This is an optimization exercise on Yosys and OpenROAD, whose aim is small area, a short achievable clock period and few clock cycles per item, not a production implementation. Function was checked by simulation only, so behaviour that the tests miss may differ from the original.

==> flow/config.mk <==
export PLATFORM = sky130hd
export DESIGN_NAME = ex_mdu
export DESIGN_NICKNAME = ex_mdu
export VERILOG_FILES = /design/flow/design.v
export SDC_FILE = /design/flow/constraint.sdc
export NUM_CORES = 4
export LEC_CHECK = 0
export CAP_MARGIN = 20
export CORE_MARGIN = 2
export CORE_UTILIZATION = 40
export SETUP_SLACK_MARGIN = 4.3
export SLEW_MARGIN = 20
==> flow/constraint.sdc <==
create_clock -name core_clock -period 9.0 [get_ports {clk}]
set_input_delay 1.8000 -clock core_clock [delete_from_list [all_inputs] [get_ports {clk}]]
set_output_delay 1.8000 -clock core_clock [all_outputs]
set_load 0.01 [all_outputs]
==> flow/design.v <==
module ex_mdu (
  input  logic        clk,
  input  logic        rst,
  input  logic        start,
  input  logic [2:0]  op,
  input  logic [31:0] src_a,
  input  logic [31:0] src_b,
  input  logic        flush,
  input  logic        ex_hold,
  output logic        busy,
  output logic        done,
  output logic [31:0] hi,
  output logic [31:0] lo
);
  localparam int SW = 41;    
  typedef enum logic [3:0] {
    S_IDLE, S_MUL, S_RES, S_EXT, S_PRE, S_ALN, S_DIV, S_FIXR, S_FIXQ, S_DONE
  } state_t;
  state_t      r_state;
  logic [5:0]  r_cnt;   
  logic [32:0] r_a;     
  logic [32:0] r_p;     
  logic [32:0] r_c;     
  logic [7:0]  r_sl;    
  logic [7:0]  r_cl;
  logic [31:0] r_b;     
  logic [3:0]  r_one;   
  logic [3:0]  r_two;
  logic [3:0]  r_neg;
  logic        r_x5;    
  logic        r_an;    
  logic        r_nq;    
  logic        r_pz;    
  logic        r_res;   
  logic [31:0] r_hi;
  logic [31:0] r_lo;
  logic w_sgn, w_go, w_last;
  assign w_sgn  = ~op[0];
  assign w_go   = (r_state == S_IDLE) & start;
  assign w_last = (r_cnt[4:0] == 5'd0);
  logic [SW-1:0] w_row [0:6];
  logic [SW-1:0] w_s, w_c;
  logic [8:0]    w_v;        
  assign w_v = {1'b0, r_sl} + {1'b0, r_cl};
  always_comb begin
    logic [33:0] xe, m;
    xe = {r_a[32], r_a};
    for (int i = 0; i < 7; i++) w_row[i] = '0;
    for (int i = 0; i < 4; i++) begin
      m = ({34{r_one[i]}} & xe) | ({34{r_two[i]}} & {xe[32:0], 1'b0});
      m = m ^ {34{r_neg[i]}};
      m[33] = ~m[33];
      w_row[i] = SW'(m) << (2*i);
    end
    w_row[3][0] = r_neg[0];
    w_row[3][2] = r_neg[1];
    w_row[3][4] = r_neg[2];
    w_row[4] = SW'(r_p);
    w_row[5] = SW'(r_c);
    w_row[6] = SW'(41'd85 << 32);
    w_row[6][6] = r_neg[3];
    w_row[6][0] = w_v[8];
  end
  function automatic logic [2*SW-1:0] csa(input logic [SW-1:0] a, b, c);
    csa = {(((a & b) | (a & c) | (b & c)) << 1), a ^ b ^ c};
  endfunction
  always_comb begin
    logic [SW-1:0] s1, c1, s2, c2, s3, c3, s4, c4;
    {c1, s1} = csa(w_row[0], w_row[1], w_row[2]);
    {c2, s2} = csa(w_row[3], w_row[4], w_row[5]);
    {c3, s3} = csa(s1, c1, s2);
    {c4, s4} = csa(c2, w_row[6], s3);
    {w_c, w_s} = csa(s4, c4, c3);
  end
  logic [33:0] w_aa, w_ab, w_sum;
  logic [34:0] w_sum1;
  logic        w_ci;
  assign w_aa   = {r_p[32] & ~r_pz, r_p & {33{~r_pz}}};
  assign w_ab   = r_res ? {1'b0, r_c} : ({r_a[32], r_a} ^ {34{r_neg[0]}});
  assign w_ci   = r_res ? w_v[8] : r_neg[0];
  assign w_sum1 = {w_aa, 1'b1} + {w_ab, w_ci};
  assign w_sum  = w_sum1[34:1];
  logic w_zero;
  assign w_zero = ((w_aa ^ w_ab) == {w_aa[32:0] | w_ab[32:0], w_ci});
  logic w_q;
  assign w_q = r_an ? (w_sum[33] | w_zero) : ~w_sum[33];
  logic [31:0] w_xa, w_xb, w_sm;
  logic [5:0]  w_za, w_zb;
  logic        w_qz;
  function automatic logic [5:0] clz32(input logic [31:0] x);
    logic [15:0] v1; logic [15:0] p1;
    logic [7:0]  v2; logic [15:0] p2;
    logic [3:0]  v3; logic [11:0] p3;
    logic [1:0]  v4; logic [7:0]  p4;
    logic [4:0]  p5;
    for (int j = 0; j < 16; j++) begin
      v1[j] = x[2*j+1] | x[2*j];
      p1[j] = ~x[2*j+1];
    end
    for (int j = 0; j < 8; j++) begin
      v2[j] = v1[2*j+1] | v1[2*j];
      p2[2*j+:2] = v1[2*j+1] ? {1'b0, p1[2*j+1]} : {1'b1, p1[2*j]};
    end
    for (int j = 0; j < 4; j++) begin
      v3[j] = v2[2*j+1] | v2[2*j];
      p3[3*j+:3] = v2[2*j+1] ? {1'b0, p2[2*(2*j+1)+:2]} : {1'b1, p2[2*(2*j)+:2]};
    end
    for (int j = 0; j < 2; j++) begin
      v4[j] = v3[2*j+1] | v3[2*j];
      p4[4*j+:4] = v3[2*j+1] ? {1'b0, p3[3*(2*j+1)+:3]} : {1'b1, p3[3*(2*j)+:3]};
    end
    p5 = v4[1] ? {1'b0, p4[7:4]} : {1'b1, p4[3:0]};
    clz32 = (v4[1] | v4[0]) ? {1'b0, p5} : 6'd32;
  endfunction
  assign w_xa = (w_sgn & src_a[31]) ? {~src_a[30:0], 1'b1} : src_a;
  assign w_xb = (w_sgn & src_b[31]) ? ~src_b : src_b;
  assign w_za = clz32(r_c[31:0]);
  assign w_zb = clz32(r_b);
  always_comb begin
    w_sm = r_c[31:0];
    for (int k = 1; k < 32; k = k * 2) w_sm = w_sm | (w_sm >> k);
  end
  assign w_qz = |(r_b & ~w_sm);
  logic [5:0] w_dd;
  logic [4:0] w_d;
  assign w_dd = w_zb - w_za;
  assign w_d  = w_dd[5] ? 5'd31 : w_dd[4:0];
  logic [32:0] w_p_n;
  logic [31:0] w_b_n;
  logic        w_hwe, w_lwe;    
  always_comb begin
    w_p_n = r_p;
    w_b_n = r_b;
    case (r_state)
      S_IDLE: begin
        w_p_n = op[1] ? {w_sgn & src_a[31], src_a} : 33'h1_0000_0000;
        w_b_n = op[1] ? w_xb : src_a;
      end
      S_MUL: begin
        w_p_n = w_s[40:8];
        w_b_n = {w_v[7:0], r_b[31:8]};
      end
      S_RES: begin
        w_p_n = w_sum[32:0];
        w_b_n = {w_v[7:0], r_b[31:8]};
      end
      S_EXT, S_DIV: begin
        w_p_n = w_sum[32:0];
        if (r_state == S_DIV) w_b_n = {r_b[30:0], w_q};
      end
      S_PRE:  w_b_n = 32'd0;
      S_FIXR: if (r_one[0]) w_p_n = w_sum[32:0];    
      default: ;
    endcase
  end
  assign w_lwe = ~flush & (((r_state == S_RES) & ~r_x5) | (r_state == S_EXT) |
                           ((r_state == S_PRE) & w_qz) |
                           ((r_state == S_DIV) & w_last & ~r_nq) | (r_state == S_FIXQ));
  assign w_hwe = w_lwe | ((r_state == S_FIXR) & ~r_nq);
  logic [8:0] w_bb;
  logic [3:0] w_one, w_two, w_neg;
  assign w_bb = (r_state == S_IDLE) ? {src_a[7:0], 1'b0} : {r_b[15:8], r_b[7]};
  always_comb begin
    for (int i = 0; i < 4; i++) begin
      w_one[i] = w_bb[2*i+1] ^ w_bb[2*i];
      w_two[i] = (w_bb[2*i+2] & ~w_bb[2*i+1] & ~w_bb[2*i]) | (~w_bb[2*i+2] & w_bb[2*i+1] & w_bb[2*i]);
      w_neg[i] = w_bb[2*i+2];
    end
  end
  assign busy = ~flush & (((r_state != S_IDLE) & (r_state != S_DONE)) | (w_go & ~op[2]));
  assign done = (r_state == S_DONE);
  assign hi   = r_hi;
  assign lo   = r_lo;
  always_ff @(posedge clk) begin
    r_p  <= w_p_n;
    r_b  <= w_b_n;
    r_pz <= (r_state == S_FIXR);
    r_res <= (r_state == S_MUL) & w_last;
    if (r_state == S_IDLE || r_state == S_MUL) begin
      r_one <= w_one;
      r_two <= w_two;
      r_neg <= w_neg;
    end else begin
      r_one <= {3'b000, ~((r_state == S_DIV) & w_last & w_q)};
      r_two <= 4'b0000;
      case (r_state)
        S_ALN:   r_neg <= {3'b000, ~r_nq};
        S_DIV:   r_neg <= {3'b000, w_q ^ r_nq};
        S_RES:   r_neg <= 4'b0000;
        default: r_neg <= 4'b0001;
      endcase
    end
    r_c  <= {1'b0, w_xa & {32{op[1]}}};
    r_sl <= 8'd0;
    r_cl <= 8'd0;
    if (r_state == S_MUL) begin
      r_c  <= w_c[40:8];
      r_sl <= w_s[7:0];
      r_cl <= w_c[7:0];
    end else if (r_state != S_IDLE) begin
      r_c  <= r_c;
    end
    if (w_go) begin
      r_a   <= {w_sgn & src_b[31], src_b};
      r_an  <= w_sgn & src_a[31];
      r_nq  <= w_sgn & (src_a[31] ^ src_b[31]);
      r_x5  <= op[0] & src_a[31];
      r_cnt <= 6'd3;
    end else begin
      r_cnt <= r_cnt - 6'd1;
      case (r_state)
        S_PRE: r_cnt <= {1'b0, w_d};
        S_ALN: begin
          r_a   <= r_a << r_cnt[4:0];
          r_cnt <= r_cnt;
        end
        S_DIV:  if (!w_last) r_a <= {r_a[32], r_a[32:1]};
        S_FIXR: r_a <= {1'b0, r_b};
        default: ;
      endcase
    end
    if (rst) begin
      r_state <= S_IDLE;
      r_hi    <= 32'd0;
      r_lo    <= 32'd0;
    end else begin
      if (w_hwe) r_hi <= w_p_n[31:0];
      if (w_lwe) r_lo <= (r_state == S_FIXQ) ? w_sum[31:0] : w_b_n;
      if (flush) begin
        r_state <= S_IDLE;
      end else begin
        case (r_state)
          S_IDLE: begin
            if (start) begin
              if (!op[2]) begin
                if (!op[1]) begin
                  r_state <= S_MUL;
                end else if (src_b == 32'd0) begin
                  r_hi    <= src_a;
                  r_lo    <= 32'hFFFF_FFFF;
                  r_state <= S_DONE;
                end else begin
                  r_state <= S_PRE;
                end
              end else if (op == 3'd4) begin
                r_hi <= src_a;
              end else if (op == 3'd5) begin
                r_lo <= src_a;
              end
            end
          end
          S_MUL:  if (w_last) r_state <= S_RES;
          S_RES:  r_state <= r_x5 ? S_EXT : S_DONE;
          S_EXT:  r_state <= S_DONE;
          S_PRE:  r_state <= w_qz ? S_DONE : S_ALN;
          S_ALN:  r_state <= S_DIV;
          S_DIV:  if (w_last) r_state <= (r_nq | ~w_q) ? S_FIXR : S_DONE;
          S_FIXR: r_state <= r_nq ? S_FIXQ : S_DONE;
          S_FIXQ: r_state <= S_DONE;
          S_DONE: if (!ex_hold) r_state <= S_IDLE;
          default: r_state <= S_IDLE;
        endcase
      end
    end
  end
endmodule
==> flow/run.sh <==
#!/bin/bash
# synth_recipe.tcl (not shown) runs the flow's synth.tcl, then flattens the netlist and writes it again
# the make line also repeats each setting of config.mk as NAME=value (left out here)
make -C /OpenROAD-flow-scripts/flow DESIGN_CONFIG=/design/flow/config.mk WORK_HOME=/design/flow/orfs CLKGATE_MAP_FILE= SYNTH_SCRIPT=/design/flow/synth_recipe.tcl finish
==> results of run 1 <==
-- state kept, by name, summed over array words and instances (netlist names), 4 cells and up --
name / cells
r_a: 33
r_b: 32
r_c: 33
r_cl: 6
r_cnt: 5
r_hi: 32
r_lo: 32
r_neg: 4
r_one: 4
r_p: 33
r_sl: 8
r_state: 4
r_two: 4
-- cell type report --
class,count,area (um2)
Inverter,258,972
Clock inverter,11,143
Timing Repair Buffer,249,2300
Multi-Input combinational cell,2296,17500
Clock buffer,44,897
Fill cell,6110,33300
Sequential cell,235,5430
Antenna cell,5,12.5
Tap cell,837,1050
-- kinds of logic (layout without fill, tap and decap cells) --
logic type	Yosys count	count (layout)	share of synthesized area [%]
AOI/OAI and AO/OA	935	935	25.3
xor gates and xnor gates	278	278	9.79
adders and majority gates	260	260	17.1
buffers and inverters	542	562	8.43
DFF	235	235	21.7
muxes	67	67	3.76
other	0	5	0
and+or+nand+nor	755	756	13.9
-- placed cells by master (no fill, tap or decap), types with 14 or more instances in the layout --
cell             count
a211oi_1            58
a21o_1              30
a21oi_1            183
a221oi_1            45
a222oi_1            43
a22oi_1            133
a31oi_1             20
and2_1              26
buf_4              103
clkbuf_16           32
clkdlybuf4s50_1    134
dfxtp_1            155
edfxtp_1            70
fa_1               134
ha_1               126
inv_1              255
mux2i_1             36
mux4_2              20
nand2_1            248
nand2b_1            29
nand3_1             28
nand4_1             19
nor2_1             267
nor2b_1             21
nor3_1              31
nor4_1              29
o211ai_1            14
o21a_1              22
o21ai_0            233
o22ai_1             14
xnor2_1            146
xor2_1             132
-- per-stage QoR --
stage	hold slack (ps)	util, %	instances	worst slack, ps
final	477	45.9	3935	4260
after global routing	489	45.9	3930	4300
after CTS	470	45.5	3908	4300
after detailed placement	462	43.5	3835	3640
after global placement	452	43.5	3835	3660
after floorplan	441	-	3072	4410
-- metal layers --
layer / GRT usage [%] / vias up / part of all wire [%]
li1: - / 10800 / -
met4: 20.2 / 0 / 6.0
met5: 0 / - / 0
met3: 10.3 / 308 / 14
met1: 53.2 / 12600 / 40
met2: 52.6 / 1919 / 40
-- final timing paths --
kind,start,end,depth (start not counted)
setup / recovery,r_res,r_state[2],16
setup reg to reg,r_res,r_state[2],16
hold reg to reg,r_p[9],r_p[9],2
hold / removal,r_p[9],r_p[9],2
-- worst register-to-register path, stage by stage, from the launching register on --
cell	delay [ps]
dfxtp_2	310
clkbuf_8	290
o21ai_0	740
ha_1	480
xor2_1	520
nand4_1	280
nor3_1	320
nand3_1	230
o21a_1	230
nand3_1	80
o311a_1	180
or2_2	140
ha_1	190
inv_1	60
a221o_1	300
o21ai_0	160
a21oi_1	80
-- timing repair --
item | CTS | global route
resized for setup | 8 | 16
setup endpoints to repair | 51 | 23
setup buffers | 17 | 22
gates cloned | 1 | 0
pin swaps | 1 | 1
==> results.cfg, run 1 <==
[logic_synthesis]
synthTopCellsByCount = nor2_1, inv_1, nand2_1
synth_nets = 3404
netlist_area_um2 = 24900
ys_ff_latch = 235
yosysTopAreaCellShare_pct = 13.3
synthArstFlopShare_pct = 0
synth_flop_cell = dfxtp_1
synth_cells = 3072
synth_area_per_cell_um2 = 8.10
yosysSeqAreaShare_pct = 21.7
synth.distinct_cells = 80
yosys-top-cells-area = dfxtp_1, fa_1, edfxtp_1
synth.most_common_cell = nor2_1
synth_edf_count = 70
synth_area_leader_cell = dfxtp_1
yosysWarnings = 2

[worst_setup_path]
worst_path_dominant_cell_family = compound AO/OA/AOI/OAI gates
r2r_slack_ps = 4260
cp-start-kind = flop
path_cells = clkbuf_8 > o21ai_0 > ha_1 > xor2_1 > nand4_1 > nor3_1 > nand3_1 > o21a_1 > nand3_1 > o311a_1 > or2_2 > ha_1 > inv_1 > a221o_1 > o21ai_0 > a21oi_1
critPathCaptureType = flop
cp_slowest_cell = o21ai_0
worstPathArrival_ps = 5240
required_ps = 9500
cp.buffers_inverters = 2
worstSetupPathType = reg2reg
cp_slowest_stage_delay_ps = 740
cp_max_fo = 71

[global_route]
grt-ovfl-total = 0
grt_pass1_wl_um = 175000
grt_max_degree = 75
grt_use_total_pct = 38.0
grt_pass1_vias = 23800
antenna_found_initial = 5

[floorplanning]
die_w_um = 253
die_h_um = 253
fp.coreArea_um2 = 61600
start_util_pct = 40.4
core.rowCount = 91
die_area_um2 = 64200
ios = 138

[finish]
final_area_um2 = 28300
syn_to_final_growth_pct = 13.7
drive_above_1_share_pct = 8.37
final_nets = 3402

[cts]
cts.sinks = 235
clockRootBuffer = clkbuf_16
numCtsBuffers = 30
htreeDepth = 1
clock_tree.buffer_depth = 3
clk_pin_slew_worst_paths_ps = 70
tritoncts = done
hold_buffers = 0
worstSkewPairLatency_ps = 640

[timing]
hold_viol_final = 0
setup_viol = 0
final.min_clock_period_ps = 4740
fmax_mhz = 211
grt_setup_unrepaired = no
finalSetupTns_ps = 0
relSlewSlack_pct = 12.2
slew_viol_final = 0
tightestPinTransition_ps = 1280
worst_clock_skew_ps = 56.3
fin_crit_sh_pct = 52.7

[hold_path]
hold_class = reg2reg

[detailed_routing]
antenna_left = 0
wire_per_inst_um = 31.8
avgViaCountPerCell = 6.52
drt_iter0_drc = 3785
drc = 0
vias = 25700
first_pass_iters = 10
drt-total-wl_um = 125000

[placed_design]
dpl-instance-area_um2 = 26800
finalWeightedCongestion = 1.09
io_buffers = 137
hpwl_um = 92400

[run_status]
status = timing/DRC/antenna clean

[run]
maxCapViolCount = 0
Testbench counts, summed over its fixed seeds: cycles 24,537, ops 3,200.
==> run 2, diff against run 1 <==
--- a/flow/design.v
+++ b/flow/design.v
@@ -25,2 +25,3 @@
   logic [7:0]  r_cl;
+  logic        r_cy;    
   logic [31:0] r_b;     
@@ -34,2 +35,3 @@
   logic        r_res;   
+  logic        r_sub;   
   logic [31:0] r_hi;
@@ -42,4 +44,6 @@
   logic [SW-1:0] w_s, w_c;
-  logic [8:0]    w_v;        
-  assign w_v = {1'b0, r_sl} + {1'b0, r_cl};
+  logic [7:0]    w_v;        
+  logic [8:0]    w_vn;       
+  assign w_v  = r_sl + r_cl;
+  assign w_vn = {1'b0, w_s[7:0]} + {1'b0, w_c[7:0]};
   always_comb begin
@@ -61,3 +65,3 @@
     w_row[6][6] = r_neg[3];
-    w_row[6][0] = w_v[8];
+    w_row[6][0] = r_cy;
   end
@@ -78,4 +82,4 @@
   assign w_aa   = {r_p[32] & ~r_pz, r_p & {33{~r_pz}}};
-  assign w_ab   = r_res ? {1'b0, r_c} : ({r_a[32], r_a} ^ {34{r_neg[0]}});
-  assign w_ci   = r_res ? w_v[8] : r_neg[0];
+  assign w_ab   = r_res ? {1'b0, r_c} : ({r_a[32], r_a} ^ {34{r_sub}});
+  assign w_ci   = r_res ? r_cy : r_sub;
   assign w_sum1 = {w_aa, 1'b1} + {w_ab, w_ci};
@@ -185,9 +189,10 @@
       r_two <= 4'b0000;
-      case (r_state)
-        S_ALN:   r_neg <= {3'b000, ~r_nq};
-        S_DIV:   r_neg <= {3'b000, w_q ^ r_nq};
-        S_RES:   r_neg <= 4'b0000;
-        default: r_neg <= 4'b0001;
-      endcase
-    end
+      r_neg <= 4'b0000;
+    end
+    case (r_state)
+      S_ALN:   r_sub <= ~r_nq;
+      S_DIV:   r_sub <= w_q ^ r_nq;
+      S_FIXR:  r_sub <= 1'b1;
+      default: r_sub <= 1'b0;
+    endcase
     r_c  <= {1'b0, w_xa & {32{op[1]}}};
@@ -195,2 +200,3 @@
     r_cl <= 8'd0;
+    r_cy <= 1'b0;
     if (r_state == S_MUL) begin
@@ -199,2 +205,3 @@
       r_cl <= w_c[7:0];
+      r_cy <= w_vn[8];
     end else if (r_state != S_IDLE) begin
--- a/flow/config.mk
+++ b/flow/config.mk
@@ -9,4 +9,4 @@
 export CORE_MARGIN = 2
-export CORE_UTILIZATION = 40
-export SETUP_SLACK_MARGIN = 4.3
+export CORE_UTILIZATION = 55
+export SETUP_SLACK_MARGIN = 4.8
 export SLEW_MARGIN = 20
==> results.cfg, run 2 <==
[run_status]
status = timing/DRC/antenna clean

[cts]
tritoncts = done
htreeDepth = 1
worstSkewPairLatency_ps = 620
clock_tree.buffer_depth = 3
numCtsBuffers = 31
hold_buffers = 0
clockRootBuffer = clkbuf_16
cts.sinks = 237
clk_pin_slew_worst_paths_ps = 60

[placed_design]
finalWeightedCongestion = 1.08
dpl-instance-area_um2 = 26700
io_buffers = 137
hpwl_um = 84800
placed_cells = 3649

[floorplanning]
die_area_um2 = 47600
fp.coreArea_um2 = 45300
ios = 138
core.rowCount = 78
die_h_um = 218
start_util_pct = 55.7
die_w_um = 218

[worst_setup_path]
required_ps = 9460
crit_end = r_hi[21]
crit_cells = 14
r2r_slack_ps = 4750
crit_start = r_a[28]
reg2reg_to = r_hi[21]
cp_slowest_stage_delay_ps = 510
cp_max_fo = 6
critPathCaptureType = flop
worstSetupPathType = reg2reg
r2r.worst_path.cells = 14
worstPathArrival_ps = 4710
path_cells = buf_4 > buf_4 > a22oi_2 > xor2_1 > fa_1 > fa_1 > inv_1 > ha_4 > fa_2 > a222oi_1 > o21ai_1 > or3_4 > nor2_4 > o32ai_1
cp-start-kind = flop
cp.buffers_inverters = 3
rr_startpoint = r_a[28]
worst_path_dominant_cell_family = adder cells
cp_slowest_cell = fa_1

[timing]
hold_viol_final = 0
setup_viol = 0
finalSetupTns_ps = 0
worst_clock_skew_ps = 24.3
grt_setup_unrepaired = yes
final.min_clock_period_ps = 4250
tightestPinTransition_ps = 1140
fin_crit_sh_pct = 47.3
relSlewSlack_pct = 23.4
slew_viol_final = 0
fmax_mhz = 235

[logic_synthesis]
yosysWarnings = 2
synthArstFlopShare_pct = 0
synth_area_leader_cell = dfxtp_1
synth_cells = 3134
synth_flop_cell = dfxtp_1
netlist_area_um2 = 25200
synthTopCellsByCount = nand2_1, inv_1, nor2_1
synth.most_common_cell = nand2_1
yosys-top-cells-area = dfxtp_1, fa_1, edfxtp_1
synth.distinct_cells = 87
ys_ff_latch = 237
synth_nets = 3470
yosysTopAreaCellShare_pct = 13.3
synth_edf_count = 70
yosysSeqAreaShare_pct = 21.6
synth_area_per_cell_um2 = 8.05

[detailed_routing]
wl_met3_um = 19500
vias = 26400
drt_iter0_drc = 5199
maxUsedRoutingLayer = met5
wl_met2_um = 47100
drt-total-wl_um = 120000
avgViaCountPerCell = 6.94
drt-met1-wl_um = 43400
drc = 0
wire_per_inst_um = 31.4
first_pass_iters = 13
antenna_left = 0

[finish]
syn_to_final_growth_pct = 16.5
regArea_um2 = 5480
nFillCells = 3940
most-common-layout-cells = nand2_1, inv_1, nor2_1, o21ai_0, xnor2_1
top_regs = r_a: 33 flops, r_c: 33 flops, r_p: 33 flops
final_nets = 3516
drive_above_1_share_pct = 13.2
final_area_um2 = 29400
utilization_pct = 64.9
fin_cells = 3808
layout_commonest_cell = nand2_1
multi_input_area_um2 = 18200

[run]
maxCapViolCount = 0

[global_route]
grt-ovfl-total = 0
grt_pass1_vias = 24300
grt_max_degree = 103
grt_use_total_pct = 48.8
antenna_found_initial = 7
grt_pass1_wl_um = 168000

[hold_path]
hold_class = reg2reg
run 2: cell types whose count changed in the layout (fill, tap and decap cells not counted), sizes merged, moves of 21 or more:
cell,change
buf,+45
a221oi,-35
inv,+34
nand2,+106
nor2,-25
mux2i,+21
a21oi,-49
run 2: what timing repair did:
| item | CTS | global route |
|---|---|---|
| endpoints found under the setup margin | 58 | 56 |
| setup buffers | 56 | 38 |
| gates cloned | 2 | 2 |
| resized for setup | 101 | 145 |
| pin swaps | 13 | 64 |
run 2: worst min-delay path by stage:
stage | slack [ps] | endpoint | start | cells after the start
after floorplan | 450 | r_p[25] | r_p[25] | 2
after global placement | 470 | r_p[25] | r_p[25] | 2
after detailed placement | 470 | r_hi[14] | r_hi[14] | 2
after CTS | 490 | r_hi[14] | r_hi[14] | 2
after global routing | 500 | r_hi[14] | r_hi[14] | 2
final | 490 | r_hi[14] | r_hi[14] | 2
run 2: per-layer routing:
metal	global-route usage [%]	vias up
met5	1.25	-
met4	29.5	6
met3	17.1	493
met2	67.3	2316
met1	65.1	12500
li1	-	11100
run 2: cell families after synthesis:
family          count (synthesis)  synth area share, %
compound gates                865                 23.5
buf+inv                       572                 8.83
fa+ha+maj                     264                 17.1
flops                         237                 21.6
mux                            97                 4.94
simple gates                  823                 14.5
xor+xnor                      276                 9.58
run 2: final cells by class:
| cell class | instances | share of cell area, % |
|---|---|---|
| Multi-Input combinational cell | 2327 | 62.0 |
| Sequential cell | 237 | 18.6 |
| Timing Repair Buffer | 293 | 9.64 |
| Inverter | 290 | 3.71 |
| Clock buffer | 47 | 3.16 |
| Tap cell | 600 | 2.55 |
| Clock inverter | 9 | 0.281 |
| Antenna cell | 5 | 0.0426 |
run 2: per-stage QoR:
stage	hold WS [ps]	setup slack [ps]
floorplan	454	4830
global placement	469	3880
detailed placement	471	3800
CTS	486	4730
global route	504	4670
finish	490	4750
run 2: worst register-to-register path: stages, from the launching register on:
cell	delay, ps
edfxtp_1	400
buf_4	200
buf_4	180
a22oi_2	150
xor2_1	210
fa_1	480
fa_1	510
inv_1	70
ha_4	260
fa_2	500
a222oi_1	400
o21ai_1	120
or3_4	420
nor2_4	120
o32ai_1	80
Testbench counts of run 2, summed over its fixed seeds: cycles 24,537, ops 3,200.
==> run 3, diff against run 2 <==
--- a/flow/design.v
+++ b/flow/design.v
@@ -16,3 +16,3 @@
   typedef enum logic [3:0] {
-    S_IDLE, S_MUL, S_RES, S_EXT, S_PRE, S_ALN, S_DIV, S_FIXR, S_FIXQ, S_DONE
+    S_IDLE, S_MUL, S_RES, S_EXT, S_PRE, S_DIV, S_FIXR, S_FIXQ, S_DONE
   } state_t;
@@ -90,3 +90,3 @@
   assign w_q = r_an ? (w_sum[33] | w_zero) : ~w_sum[33];
-  logic [31:0] w_xa, w_xb, w_sm;
+  logic [31:0] w_xa, w_xb;
   logic [5:0]  w_za, w_zb;
@@ -120,12 +120,8 @@
   assign w_xb = (w_sgn & src_b[31]) ? ~src_b : src_b;
-  assign w_za = clz32(r_c[31:0]);
-  assign w_zb = clz32(r_b);
-  always_comb begin
-    w_sm = r_c[31:0];
-    for (int k = 1; k < 32; k = k * 2) w_sm = w_sm | (w_sm >> k);
-  end
-  assign w_qz = |(r_b & ~w_sm);
+  assign w_za = clz32(w_xa);
+  assign w_zb = clz32(w_xb);
+  assign w_qz = (r_cnt < r_c[5:0]);    
   logic [5:0] w_dd;
   logic [4:0] w_d;
-  assign w_dd = w_zb - w_za;
+  assign w_dd = r_cnt - r_c[5:0];
   assign w_d  = w_dd[5] ? 5'd31 : w_dd[4:0];
@@ -140,3 +136,3 @@
         w_p_n = op[1] ? {w_sgn & src_a[31], src_a} : 33'h1_0000_0000;
-        w_b_n = op[1] ? w_xb : src_a;
+        w_b_n = op[1] ? 32'd0 : src_a;
       end
@@ -154,3 +150,2 @@
       end
-      S_PRE:  w_b_n = 32'd0;
       S_FIXR: if (r_one[0]) w_p_n = w_sum[32:0];    
@@ -192,3 +187,3 @@
     case (r_state)
-      S_ALN:   r_sub <= ~r_nq;
+      S_PRE:   r_sub <= ~r_nq;
       S_DIV:   r_sub <= w_q ^ r_nq;
@@ -197,3 +192,3 @@
     endcase
-    r_c  <= {1'b0, w_xa & {32{op[1]}}};
+    r_c  <= {27'd0, w_za & {6{op[1]}}};
     r_sl <= 8'd0;
@@ -214,3 +209,3 @@
       r_x5  <= op[0] & src_a[31];
-      r_cnt <= 6'd3;
+      r_cnt <= op[1] ? w_zb : 6'd3;
     end else begin
@@ -218,6 +213,5 @@
       case (r_state)
-        S_PRE: r_cnt <= {1'b0, w_d};
-        S_ALN: begin
-          r_a   <= r_a << r_cnt[4:0];
-          r_cnt <= r_cnt;
+        S_PRE: begin
+          r_a   <= r_a << w_d;
+          r_cnt <= {1'b0, w_d};
         end
@@ -261,4 +255,3 @@
           S_EXT:  r_state <= S_DONE;
-          S_PRE:  r_state <= w_qz ? S_DONE : S_ALN;
-          S_ALN:  r_state <= S_DIV;
+          S_PRE:  r_state <= w_qz ? S_DONE : S_DIV;
           S_DIV:  if (w_last) r_state <= (r_nq | ~w_q) ? S_FIXR : S_DONE;
==> results.cfg, run 3 <==
[worst_setup_path]
reg2reg_to = r_state[2]
cp_max_fo = 6
worstSetupPathType = reg2reg
required_ps = 9480
rr_startpoint = r_a[1]
r2r.worst_path.cells = 18
cp-start-kind = flop
worstPathArrival_ps = 4760
critPathCaptureType = flop
r2r_slack_ps = 4720

[global_route]
antenna_found_initial = 8
grt_pass1_vias = 23400
grt_pass1_wl_um = 158000
grt_max_degree = 55
grt-ovfl-total = 0
grt_use_total_pct = 45.5

[cts]
numCtsBuffers = 30
cts.sinks = 238
clock_tree.buffer_depth = 3
clockRootBuffer = clkbuf_16
worstSkewPairLatency_ps = 610
tritoncts = done
clk_pin_slew_worst_paths_ps = 60
htreeDepth = 1

[logic_synthesis]
yosysTopAreaCellShare_pct = 13.7
synth_flop_cell = dfxtp_1
synthArstFlopShare_pct = 0
netlist_area_um2 = 24600
synthTopCellsByCount = inv_1, nand2_1, nor2_1
synth_area_per_cell_um2 = 8.21
synth_edf_count = 70
ys_ff_latch = 238
synth_cells = 3000
yosys-top-cells-area = dfxtp_1, fa_1, edfxtp_1
synth.distinct_cells = 107
yosysWarnings = 2
synth_nets = 3337
yosysSeqAreaShare_pct = 22.2
synth_area_leader_cell = dfxtp_1

[detailed_routing]
avgViaCountPerCell = 6.88
drt_iter0_drc = 4376
vias = 25300
wire_per_inst_um = 29.8
drc = 0
drt-total-wl_um = 110000
antenna_left = 0
first_pass_iters = 10

[finish]
top_regs = r_a: 33 flops, r_c: 33 flops, r_p: 33 flops
layout_commonest_cell = inv_1
most-common-layout-cells = inv_1, nand2_1, nor2_1, dfxtp_1, xnor2_1
drive_above_1_share_pct = 12.3
nFillCells = 3613
syn_to_final_growth_pct = 16.9
final_nets = 3405
utilization_pct = 65.1

[timing]
hold_viol_final = 0
postLayoutSetupSlackWorst_ps = 4720
final.min_clock_period_ps = 4280
setup_viol = 0
grt_setup_unrepaired = yes
relSlewSlack_pct = 27.3
fin_crit_sh_pct = 47.6
fmax_mhz = 233
finalSetupTns_ps = 0
worst_clock_skew_ps = 17.4
slew_viol_final = 0
tightestPinTransition_ps = 1090

[placed_design]
dp_slack_ps = 3100
hpwl_um = 77600
io_buffers = 137
finalWeightedCongestion = 0.988

[floorplanning]
die_area_um2 = 46500
fp.coreArea_um2 = 44200
ios = 138
start_util_pct = 55.7
die_h_um = 216
core.rowCount = 77
die_w_um = 216

[hold_path]
holdPathStages = 2
hp-start = r_hi[13]
holdPathEnd = r_hi[13]
hold_class = reg2reg

[run_status]
status = timing/DRC/antenna clean

[run]
maxCapViolCount = 0
-- run 3: kinds of logic (layout without fill, tap and decap cells) --
group	count (synthesis)	after routing	share of synthesized area [%]
flip-flops	238	238	22.2
AND/OR/NAND/NOR	780	782	14.5
multiplexers	72	72	3.09
other	0	3	0
XOR/XNOR	248	248	8.82
buffers and inverters	550	638	9.25
adder cells (fa/ha/maj)	265	265	17.5
AO/OA/AOI/OAI	847	847	24.6
-- run 3: worst max-delay path by stage --
| stage | from | endpoint | slack [ps] | cells after the start |
|---|---|---|---|---|
| final | r_a[1] | r_state[2] | 4720 | 18 |
| after global routing | r_a[11] | r_hi[10] | 4650 | 13 |
| after CTS | op[0] | r_c[1] | 4640 | 10 |
| after detailed placement | src_a[31] | r_c[1] | 3100 | 11 |
| after global placement | src_a[31] | r_c[1] | 3160 | 11 |
| after floorplan | r_sub | r_state[3] | 4850 | 17 |
-- run 3: cell type report --
class	instances	area [um2]	area share, %
Tap cell	592	741	2.57
Inverter	281	1060	3.67
Timing Repair Buffer	303	2990	10.4
Antenna cell	3	7.51	0.0261
Clock buffer	44	920	3.19
Sequential cell	238	5480	19.0
Clock inverter	10	103	0.356
Multi-Input combinational cell	2214	17500	60.8
-- run 3: metrics by stage --
step | instances | cell area [um2] | hold slack, ps
4_1_cts | 3618 | 27600 | 496
2_1_floorplan | 3000 | 24600 | 444
5_1_grt | 3682 | 28800 | 511
6_report | 3685 | 28800 | 496
3_3_place_gp | 3517 | 26000 | 460
3_5_place_dp | 3517 | 26000 | 486
-- run 3: layer usage --
metal,up-vias,share of wire [%],track usage (%)
met5,-,0.063,0
met4,10,7.6,26.0
met3,413,14,12.1
met2,2074,42,66.7
met1,12100,37,60.4
li1,10700,-,-
-- run 3: worst max-delay path: stages (launching register included) --
cell and delay [ps]:
edfxtp_1 440, buf_4 190, xnor2_1 130, o21ai_2 180, ha_2 360, a211oi_4 320
o21ai_2 120, a31o_1 300, a211oi_4 340, a31oi_4 150, a221o_1 430, xor2_2 180
o22ai_4 300, ha_4 190, nor2_1 50, a21oi_2 130, o21ai_0 100, o21ai_1 160
a21oi_1 80
-- run 3: repair_timing --
action / 4_1_cts / 5_1_grt
gates cloned: 4 / 5
pin swaps: 9 / 45
resized for setup: 89 / 165
setup endpoints to repair: 76 / 65
hold buffers: 0 / 0
setup buffers: 43 / 59
Testbench counts of run 3, summed over its fixed seeds: cycles 23,783, ops 3,200.
==> run 4, diff against run 3 <==
==> flow/flow/run.sh (new file) <==
#!/bin/bash
# The standard layout (the standard.sh, all steps), except that the port
# buffers which global placement puts on every input and output are buf_2 cells
# instead of the default choice. The make output goes to standard.log here.
set -euo pipefail
export BUFFER_PORTS_ARGS="-buffer_cell sky130_fd_sc_hd__buf_2"
bash standard.sh > standard.log 2>&1
==> flow/standard.sh (new file) <==
#!/bin/bash
# synth_recipe.tcl (not shown) runs the flow's synth.tcl, then flattens the netlist and writes it again
# the make line also repeats each setting of config.mk as NAME=value (left out here)
make -C /OpenROAD-flow-scripts/flow DESIGN_CONFIG=/design/flow/config.mk WORK_HOME=/design/flow/orfs CLKGATE_MAP_FILE= SYNTH_SCRIPT=/design/flow/synth_recipe.tcl "${@:-finish}"
removed: flow/run.sh
==> results.cfg, run 4 <==
[run_status]
status = timing/DRC/antenna clean

[timing]
grt_setup_unrepaired = yes
hold_viol_final = 0
relSlewSlack_pct = 37.7
finalSetupTns_ps = 0
final.min_clock_period_ps = 4230
postLayoutSetupSlackWorst_ps = 4770
worst_clock_skew_ps = 29.7
fin_crit_sh_pct = 46.9
slew_viol_final = 0
tightestPinTransition_ps = 926
setup_viol = 0
fmax_mhz = 237

[worst_setup_path]
r2r_slack_ps = 4770
cp_max_fo = 4
required_ps = 9510
cp-start-kind = flop
crit_start = r_a[6]
cp_slowest_cell = edfxtp_1
worstSetupPathType = reg2reg
r2r.worst_path.cells = 16
worstPathArrival_ps = 4740
cp_slowest_stage_delay_ps = 540
crit_end = r_state[1]
path_cells = xnor2_1 > o21ai_2 > ha_4 > a2111oi_4 > o21ai_4 > a31o_4 > a211oi_4 > a31oi_4 > a221o_1 > a211oi_2 > o22ai_2 > buf_6 > ha_2 > nor2_1 > a21oi_2 > a2111oi_2
rr_startpoint = r_a[6]
critPathCaptureType = flop
reg2reg_to = r_state[1]

[logic_synthesis]
yosysWarnings = 2
synth_area_per_cell_um2 = 8.21
yosysTopAreaCellShare_pct = 13.7
synthArstFlopShare_pct = 0
synth_edf_count = 70
yosys-top-cells-area = dfxtp_1, fa_1, edfxtp_1
synthTopCellsByCount = inv_1, nand2_1, nor2_1
yosysSeqAreaShare_pct = 22.2
synth_cells = 3000
synth_area_leader_cell = dfxtp_1
synth.distinct_cells = 107
synth_nets = 3337
ys_ff_latch = 238
netlist_area_um2 = 24600
synth_flop_cell = dfxtp_1

[cts]
worstSkewPairLatency_ps = 630
numCtsBuffers = 30
htreeDepth = 1
tritoncts = done
clk_pin_slew_worst_paths_ps = 70
clockRootBuffer = clkbuf_16
cts.sinks = 238
clock_tree.buffer_depth = 3

[detailed_routing]
drt-total-wl_um = 108000
avgViaCountPerCell = 6.84
drc = 0
drt_iter0_drc = 4052
first_pass_iters = 9
wire_per_inst_um = 29.5
vias = 25000
antenna_left = 0

[finish]
final_area_um2 = 27600
final_nets = 3374
syn_to_final_growth_pct = 12.1
most-common-layout-cells = inv_1, nand2_1, nor2_1, dfxtp_1, xnor2_1
layout_commonest_cell = inv_1
top_regs = r_a: 33 flops, r_c: 33 flops, r_p: 33 flops
drive_above_1_share_pct = 15.4

[global_route]
grt_use_total_pct = 44.5
grt_max_degree = 54
grt_pass1_vias = 23100
antenna_found_initial = 4
grt-ovfl-total = 0
grt_pass1_wl_um = 155000

[floorplanning]
start_util_pct = 55.7
core.rowCount = 77
die_area_um2 = 46500
die_w_um = 216
ios = 138
die_h_um = 216
fp.coreArea_um2 = 44200

[hold_path]
hold_class = reg2reg

[placed_design]
finalWeightedCongestion = 1.00
io_buffers = 137
hpwl_um = 77400
dpl-instance-area_um2 = 25300
dp_slack_ps = 3890

[run]
maxCapViolCount = 0
## run 4: changes by cell type in the layout (fill, tap and decap cells not counted), sizes merged, moves of 2 or more
cell and change:
buf +106, clkbuf -9, clkdlybuf4s50 -102, clkinv +2, clkinvlp +2, diode +2, dlygate4sd2 -3, dlymetal6s2s -27
inv +4
## run 4: through the flow
step,instances,hold slack [ps],utilization (%)
6_report,3658,484,62.4
5_1_grt,3653,505,62.4
4_1_cts,3610,481,60.5
3_5_place_dp,3515,470,57.2
3_3_place_gp,3515,463,57.2
2_1_floorplan,3000,444,-
## run 4: final cells by class
type,count,area [um2]
antenna,5,12.5
clock buffer,39,837
clock inverter,17,144
fill,3849,16600
inverter,281,1060
multi-input combinational,2213,17300
sequential,238,5480
tap,592,741
timing repair buffer,273,1980
## run 4: critical path, delay by kind of cell, from the launching register on
family          cells  cell delay [ps]
buf+inv             1              150
fa+ha+maj           2              430
xor+xnor            1              200
flops               1              540
simple gates        1              140
compound gates     11             2640
## run 4: cell families (layout without fill, tap and decap cells)
kind of cell    after synthesis  count (layout)  share of synthesized area, %
compound gates              847             847                          24.6
simple gates                780             781                          14.5
buf+inv                     550             610                          9.25
fa+ha+maj                   265             265                          17.5
xor+xnor                    248             248                          8.82
flops                       238             238                          22.2
mux                          72              72                          3.09
other cells                   0               5                             0
## run 4: worst min-delay path by stage
| stage | from | endpoint | slack (ps) | cells after the start |
|---|---|---|---|---|
| after floorplan | r_p[15] | r_p[15] | 440 | 2 |
| after global placement | r_p[15] | r_p[15] | 460 | 2 |
| after detailed placement | r_hi[13] | r_hi[13] | 470 | 2 |
| after CTS | r_hi[13] | r_hi[13] | 480 | 2 |
| after global routing | r_hi[13] | r_hi[13] | 500 | 2 |
| final | r_hi[13] | r_hi[13] | 480 | 2 |
## run 4: what timing repair did
action / in CTS / in global routing
buffers inserted: 37 / 39
hold buffers: 0 / 0
pin swaps: 4 / 40
cloned: 2 / 4
endpoints found under the setup margin: 79 / 56
resized for setup: 58 / 121
## run 4: layer usage
layer | share of wire (%) | vias up | global-route usage (%) | wire length [um]
met4 | 6.6 | 0 | 22.9 | 7140
met2 | 42 | 1932 | 65.5 | 45300
met3 | 14 | 384 | 12.1 | 14700
met1 | 38 | 12100 | 59.9 | 40700
li1 | - | 10600 | - | -
met5 | 0 | - | 0 | 0
==> run 5, diff against run 4 <==
==> flow/flow/run.sh (replaced) <==
#!/bin/bash
# The standard layout (the standard.sh, all steps), except that the port
# buffers which global placement puts on every input and output are buf_1 cells
# instead of the default choice. The make output goes to standard.log here.
set -euo pipefail
export BUFFER_PORTS_ARGS="-buffer_cell sky130_fd_sc_hd__buf_1"
bash standard.sh > standard.log 2>&1
--- a/flow/config.mk
+++ b/flow/config.mk
@@ -10,2 +10,3 @@
 export CORE_UTILIZATION = 55
+export CTS_BUF_LIST = sky130_fd_sc_hd__clkbuf_8
 export SETUP_SLACK_MARGIN = 4.8
==> results.cfg, run 5 <==
[logic_synthesis]
yosys-top-cells-area = dfxtp_1, fa_1, edfxtp_1
synth_area_leader_cell = dfxtp_1
synth_edf_count = 70
synth_nets = 3337
yosysTopAreaCellShare_pct = 13.7
synth_area_per_cell_um2 = 8.21
synth_fa_ha_area_share_pct = 17.5
synth_flop_cell = dfxtp_1
yosysSeqAreaShare_pct = 22.2
synth_top_family_by_area = compound AO/OA/AOI/OAI gates
synthTopCellsByCount = inv_1, nand2_1, nor2_1
synth.distinct_cells = 107
synth-simple-area-share_pct = 14.5
synth_compound_area_share_pct = 24.6
synthArstFlopShare_pct = 0
synth_cells = 3000
ys_ff_latch = 238
synth-xor-area-share_pct = 8.82
netlist_area_um2 = 24600
yosysWarnings = 2
synthMuxAreaShare_pct = 3.09

[timing]
relSlewSlack_pct = 22.7
whs_ps = 490
setup_viol = 0
fin_crit_sh_pct = 47.2
fmax_mhz = 235
hold_viol_final = 0
worst_clock_skew_ps = 79.7
tightestPinTransition_ps = 1160
finalSetupTns_ps = 0
slew_viol_final = 0
grt_setup_unrepaired = yes
final.min_clock_period_ps = 4250

[worst_setup_path]
crit_cells = 19
worst_path_dominant_cell_family = compound AO/OA/AOI/OAI gates
worstSetupPathType = reg2reg
worstPathArrival_ps = 4820
rr_startpoint = r_a[9]
cp_slowest_cell = edfxtp_1
cp.buffers_inverters = 2
r2r.worst_path.cells = 19
cp_slowest_stage_delay_ps = 500
cp-start-kind = flop
cp_max_fo = 9
crit_start = r_a[9]
required_ps = 9570
critPathCaptureType = flop
path_cells = buf_4 > xnor2_1 > o21ai_1 > ha_1 > xnor2_1 > nor4_1 > nand4_1 > nor4_4 > a21boi_0 > o21ai_0 > o211ai_1 > o22ai_2 > buf_4 > ha_2 > nor2_1 > a21oi_1 > o21ai_0 > o21ai_1 > a21oi_1
r2r_slack_ps = 4750
crit_end = r_state[2]
reg2reg_to = r_state[2]

[cts]
tritoncts = done
htreeDepth = 2
clk_pin_slew_worst_paths_ps = 60
worstSkewPairLatency_ps = 690
numCtsBuffers = 48
hold_buffers = 0
clockRootBuffer = clkbuf_8
clock_tree.buffer_depth = 3
cts.sinks = 238

[floorplanning]
ios = 138
die_w_um = 216
core.rowCount = 77
die_area_um2 = 46500
fp.coreArea_um2 = 44200
start_util_pct = 55.7
die_h_um = 216

[finish]
drive_above_1_share_pct = 11.2
final_nets = 3400
most-common-layout-cells = inv_1, nand2_1, nor2_1, dfxtp_1, xnor2_1
syn_to_final_growth_pct = 11.2
layout_commonest_cell = inv_1
top_regs = r_a: 33 flops, r_c: 33 flops, r_p: 33 flops
final_area_um2 = 27400

[detailed_routing]
antenna_left = 0
drc = 0
wire_per_inst_um = 29.2
avgViaCountPerCell = 6.86
drt_iter0_drc = 4581
drt-total-wl_um = 108000
first_pass_iters = 9
vias = 25400

[placed_design]
finalWeightedCongestion = 1.01
dpl-instance-area_um2 = 25200
hpwl_um = 77500
io_buffers = 137

[global_route]
grt_pass1_vias = 23600
grt_use_total_pct = 45.0
antenna_found_initial = 4
grt_max_degree = 53
grt-ovfl-total = 0
grt_pass1_wl_um = 156000

[run_status]
status = timing/DRC/antenna clean

[run]
maxCapViolCount = 0

[hold_path]
hold_class = reg2reg
## run 5: changes by cell type in the layout (fill, tap and decap cells not counted), sizes merged
cell,previous run,this run
buf,270,277
bufbuf,1,2
bufinv,0,1
clkbuf,41,58
clkinv,12,7
clkinvlp,2,0
diode,5,1
inv,284,306
or2,6,5
## run 5: area by class of cell
class / instances / area (um2)
Inverter: 281 / 1060
Clock buffer: 55 / 757
Timing Repair Buffer: 282 / 1880
Fill cell: 3872 / 16800
Multi-Input combinational cell: 2212 / 17300
Clock inverter: 33 / 180
Antenna cell: 1 / 2.50
Sequential cell: 238 / 5480
Tap cell: 592 / 741
## run 5: timing repair
item / 4_1_cts / 5_1_grt
endpoints found under the setup margin: 69 / 67
pin swaps: 4 / 29
cloned: 2 / 2
buffers inserted: 63 / 17
resized for setup: 35 / 126
## run 5: worst min path at each step
stage          startpoint  endpoint  cells after the start
2_1_floorplan     r_p[15]   r_p[15]                      2
6_report         r_hi[13]  r_hi[13]                      2
4_1_cts          r_hi[13]  r_hi[13]                      2
3_5_place_dp     r_hi[13]  r_hi[13]                      2
3_3_place_gp      r_p[15]   r_p[15]                      2
5_1_grt          r_cnt[0]  r_cnt[0]                      1
## run 5: worst min-delay path, stage by stage (launching register included)
cell and delay, ps:
dfxtp_1 310, nand2_1 50, a311oi_1 70
## run 5: kinds of logic (layout without fill, tap and decap cells)
family | Yosys count | count (layout)
DFF | 238 | 238
muxes | 72 | 72
and+or+nand+nor | 780 | 780
xor gates and xnor gates | 248 | 248
AOI/OAI and AO/OA | 847 | 847
other | 0 | 1
adders and majority gates | 265 | 265
buffers and inverters | 550 | 651
## run 5: routing by layer
metal  part of all wire, %  global-route usage [%]  vias to the layer above
met5                 0.029                       0                        -
met2                    41                    65.2                     2049
met1                    38                    61.2                    12200
li1                      -                       -                    10700
met3                    15                    12.4                      378
met4                   6.3                    23.4                        4
## run 5: through the flow
step / instances / util [%] / worst slack [ps]
final: 3694 / 61.9 / 4750
after global routing: 3694 / 61.9 / 4680
after CTS: 3674 / 60.6 / 4800
after detailed placement: 3521 / 56.9 / 4010
after global placement: 3521 / 56.9 / 4070
after floorplan: 3000 / - / 4850

## static timing again, ports no longer ideal
Ports are ideal in the flow. The routed layouts listed here were re-timed in OpenROAD. Step 1 (the two cells are an assumption about what drives the block):
set clk [get_ports {clk}]
set_driving_cell -lib_cell sky130_fd_sc_hd__clkbuf_16 $clk
set_driving_cell -lib_cell sky130_fd_sc_hd__buf_2 [delete_from_list [all_inputs] $clk]
Step 2 also shifts input and output timing later by t, the mid clock arrival at the registers, as if the neighbouring blocks saw the same clock. Slacks: no drivers / after step 1 / after step 2; pairs: no drivers / after step 1.
run	t (ns)	setup WS [ns]	hold WS [ns]
run 1	0.672	4.260 / 4.260 / 3.705	0.477 / 0.477 / 0.477
run 2	0.665	4.746 / 4.746 / 4.315	0.490 / 0.490 / 0.490
run 3	0.656	4.716 / 4.716 / 4.334	0.496 / 0.496 / 0.496
run 4	0.674	4.775 / 4.775 / 4.329	0.484 / 0.484 / 0.484
run 5	0.708	4.751 / 4.751 / 4.251	0.490 / 0.489 / 0.489
After both steps every run listed still meets setup and hold. For run 1, which loses most, drivers alone change the setup slack by 0.000 ns; drivers and shift together by -0.555 ns.
